This is an optimization exercise on Yosys and OpenROAD, whose aim is small area, not a production implementation. Only simulation tests tie the RTL to the original design; equivalence was not proved. Power and IR drop assume default switching activity.

## run A
// pcm_format_gain_mixer
module pcm_format_gain_mixer #(
	parameter int GAIN_FRAC_BITS = 16
) (
	input  logic                                 clk,
	input  logic                                 arst_n,
	input  logic                                 psel,
	input  logic                                 penable,
	input  logic                                 pwrite,
	input  logic [2:0]                           paddr,
	input  logic [31:0]                          pwdata,
	output logic [31:0]                          prdata,
	output logic                                 pready,
	input  logic                                 in_valid,
	output logic                                 in_stall,
	input  logic                                 active,
	input  logic [2:0]                           sample_format,
	input  logic [31:0]                          sample_word,
	input  logic [pfgm_pkg::GAIN_W-1:0]          source_gain,
  ...
For scale: roughly 490 cells after synthesis, roughly 91 flip-flops, roughly 4700 µm² of cells after synthesis.
==> flow/config.mk <==
export PLATFORM = sky130hd
export DESIGN_NAME = pcm_format_gain_mixer
export DESIGN_NICKNAME = pcm_format_gain_mixer
export VERILOG_FILES = /design/flow/design.v
export SDC_FILE = /design/flow/constraint.sdc
export NUM_CORES = 4
export LEC_CHECK = 0
export CAP_MARGIN = 5
export CORE_MARGIN = 2
export CORE_UTILIZATION = 80
export CTS_BUF_LIST = sky130_fd_sc_hd__clkbuf_4 sky130_fd_sc_hd__clkbuf_8
export CTS_CLUSTER_DIAMETER = 100
export CTS_CLUSTER_SIZE = 30
export SLEW_MARGIN = 5
==> flow/constraint.sdc <==
create_clock -name core_clock -period 8.0 [get_ports {clk}]
set_input_delay 1.6000 -clock core_clock [delete_from_list [all_inputs] [get_ports {clk}]]
set_output_delay 1.6000 -clock core_clock [all_outputs]
set_load 0.01 [all_outputs]
standard.sh (not shown) runs the stock make flow with config.mk's settings and CLKGATE_MAP_FILE= SYNTH_SCRIPT=/design/flow/synth_recipe.tcl, a recipe that flattens the netlist after the stock synthesis.
==> flow/flow/run.sh <==
#!/bin/bash
# The standard layout with these changes:
#  - synthesis maps the logic with an area-oriented ABC script (flow/abc_map.script)
#    in place of ORFS's speed script;
#  - adders are left to ABC instead of being mapped to half/full adder cells first
#    (ADDER_MAP_FILE empty); everything else in synthesis is unchanged;
#  - the port buffers are made of the smallest buffer cell.
#  - one tie cell drives all constant outputs (SKIP_REPAIR_TIE_FANOUT);
#  - clock tree synthesis adds no dummy loads to balance the tree.
set -euo pipefail
rm -rf scripts_abc
cp -r "$FLOW_HOME/scripts" scripts_abc
cp flow/abc_map.script scripts_abc/abc_speed.script
bash standard.sh "SCRIPTS_DIR=$PWD/scripts_abc" "ADDER_MAP_FILE=" "BUFFER_PORTS_ARGS=-buffer_cell sky130_fd_sc_hd__buf_1" "SKIP_REPAIR_TIE_FANOUT=1" "CTS_ARGS=-sink_clustering_enable -repair_clock_nets -sink_clustering_size 30 -sink_clustering_max_diameter 100 -buf_list {sky130_fd_sc_hd__clkbuf_4 sky130_fd_sc_hd__clkbuf_8} -dont_use_dummy_load" finish > make_finish.log 2>&1
==> flow/flow/abc_map.script <==
strash
dc2
dch -f
&get -n
&st
&dch
&nf -R 1000
&put
Run status, run A: aborted in 5_1_grt, error GRT-0232
[inputs] run B vs run A
# run A
export LEC_CHECK = 0
export CAP_MARGIN = 5
export CORE_MARGIN = 2
export CORE_UTILIZATION = 80
export CTS_BUF_LIST = sky130_fd_sc_hd__clkbuf_4 sky130_fd_sc_hd__clkbuf_8
export CTS_CLUSTER_DIAMETER = 100
export CTS_CLUSTER_SIZE = 30
export SLEW_MARGIN = 5
create_clock -name core_clock -period 8.0 [get_ports {clk}]
# run B
export LEC_CHECK = 0
export CAP_MARGIN = 20
export CORE_MARGIN = 2
export CORE_UTILIZATION = 65
export CTS_BUF_LIST = sky130_fd_sc_hd__clkbuf_4 sky130_fd_sc_hd__clkbuf_8
export CTS_CLUSTER_DIAMETER = 100
export CTS_CLUSTER_SIZE = 30
export SLEW_MARGIN = 20
create_clock -name core_clock -period 8.0 [get_ports {clk}]
==> flow/flow/run.sh <==
#!/bin/bash
# The standard layout with three changes:
#  - synthesis maps the logic with an area-oriented ABC script (flow/abc_map.script)
#    in place of ORFS's speed script;
#  - adders are left to ABC instead of being mapped to half/full adder cells first
#    (ADDER_MAP_FILE empty); everything else in synthesis is unchanged;
#  - the port buffers are made of the smallest buffer cell.
set -euo pipefail
rm -rf scripts_abc
cp -r "$FLOW_HOME/scripts" scripts_abc
cp flow/abc_map.script scripts_abc/abc_speed.script
bash standard.sh "SCRIPTS_DIR=$PWD/scripts_abc" "ADDER_MAP_FILE=" "BUFFER_PORTS_ARGS=-buffer_cell sky130_fd_sc_hd__buf_1" finish > make_finish.log 2>&1
[summary]
Any difference in synthesized netlist cell count between run A and run B is small enough to ignore. Run B completed every stage of the flow, and the final layout passed the timing, DRC and antenna checks. CTS buffer count came out exactly the same in run B and run A. Measured against each other, run B and run A differ in final weighted congestion of routability-driven global placement, the higher figure coming from run A. Changes observed in run B relative to run A: row count has increased; estimated wirelength of the detail-placed design went down by 3200 µm; overall die width went up about 10%.
## Diff of input files: run C against run B
==> flow/flow/run.sh <==
#!/bin/bash
# The standard layout with two changes:
#  - synthesis maps the logic with an area-oriented ABC script (flow/abc_map.script)
#    in place of ORFS's speed script; everything else in synthesis is unchanged;
#  - the port buffers are made of the smallest buffer cell.
set -euo pipefail
rm -rf scripts_abc
cp -r "$FLOW_HOME/scripts" scripts_abc
cp flow/abc_map.script scripts_abc/abc_speed.script
bash standard.sh "SCRIPTS_DIR=$PWD/scripts_abc" "BUFFER_PORTS_ARGS=-buffer_cell sky130_fd_sc_hd__buf_1" finish > make_finish.log 2>&1
==> flow/flow/abc_map.script <==
&get -n
&st
&dch
&nf -R 1000
&put
==> run summary <==
- The flow did not stop early for run C: all stages ran, and the layout cleared the timing, DRC and antenna checks.
- Of run C and run B, the lower final critical-path required period belongs to run C.
- Compared with run B, in run C clock power went down by about 6%, largest incremental delay on the critical path climbed 0.18 ns.
Input changes introduced in run D (baseline for comparison: run C):
# run C
export LEC_CHECK = 0
export CAP_MARGIN = 20
export CORE_MARGIN = 2
export CORE_UTILIZATION = 65
export CTS_BUF_LIST = sky130_fd_sc_hd__clkbuf_4 sky130_fd_sc_hd__clkbuf_8
export CTS_CLUSTER_DIAMETER = 100
export CTS_CLUSTER_SIZE = 30
export SLEW_MARGIN = 20
create_clock -name core_clock -period 8.0 [get_ports {clk}]
# run D
export LEC_CHECK = 0
export CAP_MARGIN = 5
export CORE_MARGIN = 2
export CORE_UTILIZATION = 65
export CTS_BUF_LIST = sky130_fd_sc_hd__clkbuf_4 sky130_fd_sc_hd__clkbuf_8
export CTS_CLUSTER_DIAMETER = 100
export CTS_CLUSTER_SIZE = 30
export SLEW_MARGIN = 5
create_clock -name core_clock -period 8.0 [get_ports {clk}]
==> flow/flow/run.sh <==
#!/bin/bash
# The standard layout with these changes:
#  - synthesis maps the logic with an area-oriented ABC script (flow/abc_map.script)
#    in place of ORFS's speed script;
#  - adders are left to ABC instead of being mapped to half/full adder cells first
#    (ADDER_MAP_FILE empty); everything else in synthesis is unchanged;
#  - the port buffers are made of the smallest buffer cell.
#  - one tie cell drives all constant outputs (SKIP_REPAIR_TIE_FANOUT);
#  - clock tree synthesis adds no dummy loads to balance the tree.
set -euo pipefail
rm -rf scripts_abc
cp -r "$FLOW_HOME/scripts" scripts_abc
cp flow/abc_map.script scripts_abc/abc_speed.script
bash standard.sh "SCRIPTS_DIR=$PWD/scripts_abc" "ADDER_MAP_FILE=" "BUFFER_PORTS_ARGS=-buffer_cell sky130_fd_sc_hd__buf_1" "SKIP_REPAIR_TIE_FANOUT=1" "CTS_ARGS=-sink_clustering_enable -repair_clock_nets -sink_clustering_size 30 -sink_clustering_max_diameter 100 -buf_list {sky130_fd_sc_hd__clkbuf_4 sky130_fd_sc_hd__clkbuf_8} -dont_use_dummy_load" finish > make_finish.log 2>&1
==> flow/flow/abc_map.script <==
strash
dc2
dch -f
&get -n
&st
&dch
&nf -R 1000
&put
--- outcome ---
- Against run C, the final cell area of run D is lower.
- Per the comparison of run D with run C, area added between synthesis and finish went down by 1.8 points; layout inverter count without the clock tree lower; synthesized area saw a decrease.
- Comparing run C against run D, there is no change at all in number of enable-type register cells in the synthesized netlist.
- Met2 wire length, run D and run C: higher on run C
- Critical path depth, run D and run C: lower on run C
Modified inputs, run E compared to run D
# run D
export LEC_CHECK = 0
export CAP_MARGIN = 5
export CORE_MARGIN = 2
export CORE_UTILIZATION = 65
export CTS_BUF_LIST = sky130_fd_sc_hd__clkbuf_4 sky130_fd_sc_hd__clkbuf_8
export CTS_CLUSTER_DIAMETER = 100
export CTS_CLUSTER_SIZE = 30
export SLEW_MARGIN = 5
create_clock -name core_clock -period 8.0 [get_ports {clk}]
# run E
export LEC_CHECK = 0
export CAP_MARGIN = 5
export CORE_MARGIN = 2
export CORE_UTILIZATION = 65
export CTS_BUF_LIST = sky130_fd_sc_hd__clkbuf_4 sky130_fd_sc_hd__clkbuf_8
export CTS_CLUSTER_DIAMETER = 100
export CTS_CLUSTER_SIZE = 30
export GPL_TIMING_DRIVEN = 0
export SLEW_MARGIN = 5
create_clock -name core_clock -period 8.0 [get_ports {clk}]
==> flow/flow/run.sh <==
#!/bin/bash
# The standard layout with three changes:
#  - synthesis maps the logic with an area-oriented ABC script (flow/abc_map.script)
#    in place of ORFS's speed script;
#  - adders are left to ABC instead of being mapped to half/full adder cells first
#    (ADDER_MAP_FILE empty); everything else in synthesis is unchanged;
#  - the port buffers are made of the smallest buffer cell.
#  - one tie cell drives all constant outputs (SKIP_REPAIR_TIE_FANOUT).
set -euo pipefail
rm -rf scripts_abc
cp -r "$FLOW_HOME/scripts" scripts_abc
cp flow/abc_map.script scripts_abc/abc_speed.script
bash standard.sh "SCRIPTS_DIR=$PWD/scripts_abc" "ADDER_MAP_FILE=" "BUFFER_PORTS_ARGS=-buffer_cell sky130_fd_sc_hd__buf_1" "SKIP_REPAIR_TIE_FANOUT=1" finish > make_finish.log 2>&1
Notes after the runs:
- Final-report setup violation count: run D vs run E identical
- Synthesis-to-finish area growth for run E: 3.8 points up relative to run D
- Cmp run D and run E / maximum frequency / higher: run D
- Taking run D as the reference, in run E post-layout minimum cycle time rose 0.34 ns; core utilization moved up.
- Compare run D and run E | cell count lower: run D
- When the final numbers for run D and run E were put side by side, the multi-input gate share of the layout cell area turned out to be smaller in run E.
- Count of placed standard cells including taps | run E above run D

-- static timing again, ports no longer ideal --
The results above use ideal ports. As a check the final layouts listed here were re-extracted and re-timed, cells and wires unchanged.
Step 1 (the two cells are an assumption about what drives the block):
set clk [get_ports {clk}]
set_driving_cell -lib_cell sky130_fd_sc_hd__clkbuf_16 $clk
set_driving_cell -lib_cell sky130_fd_sc_hd__buf_2 [delete_from_list [all_inputs] $clk]
Step 2 adds t to the input delays and takes it off the output delays; t is the mean of the earliest and latest rising clock arrival at the registers after step 1. Input paths then give back, and output paths get back, about the clock's delay inside the block.
Slacks: no drivers / after step 1 / after step 2; pairs: no drivers / after step 1.
run | shift t [ns] | setup WS [ns] | worst setup path after step 2 | clock arrival spread, ns
run B | 0.394 | 1.380 / 1.388 / 0.994 | input to register | 0.015 / 0.015
run C | 0.387 | 2.182 / 2.194 / 1.807 | input to register | 0.011 / 0.012
run D | 0.383 | 1.152 / 1.152 / 0.958 | input to register | 0.039 / 0.040
run E | 0.399 | 0.810 / 0.810 / 0.453 | input to register | 0.015 / 0.015
After both steps every run listed still meets setup and hold. For run B, which loses most, drivers alone change the setup slack by +0.008 ns; drivers and shift together by -0.386 ns.
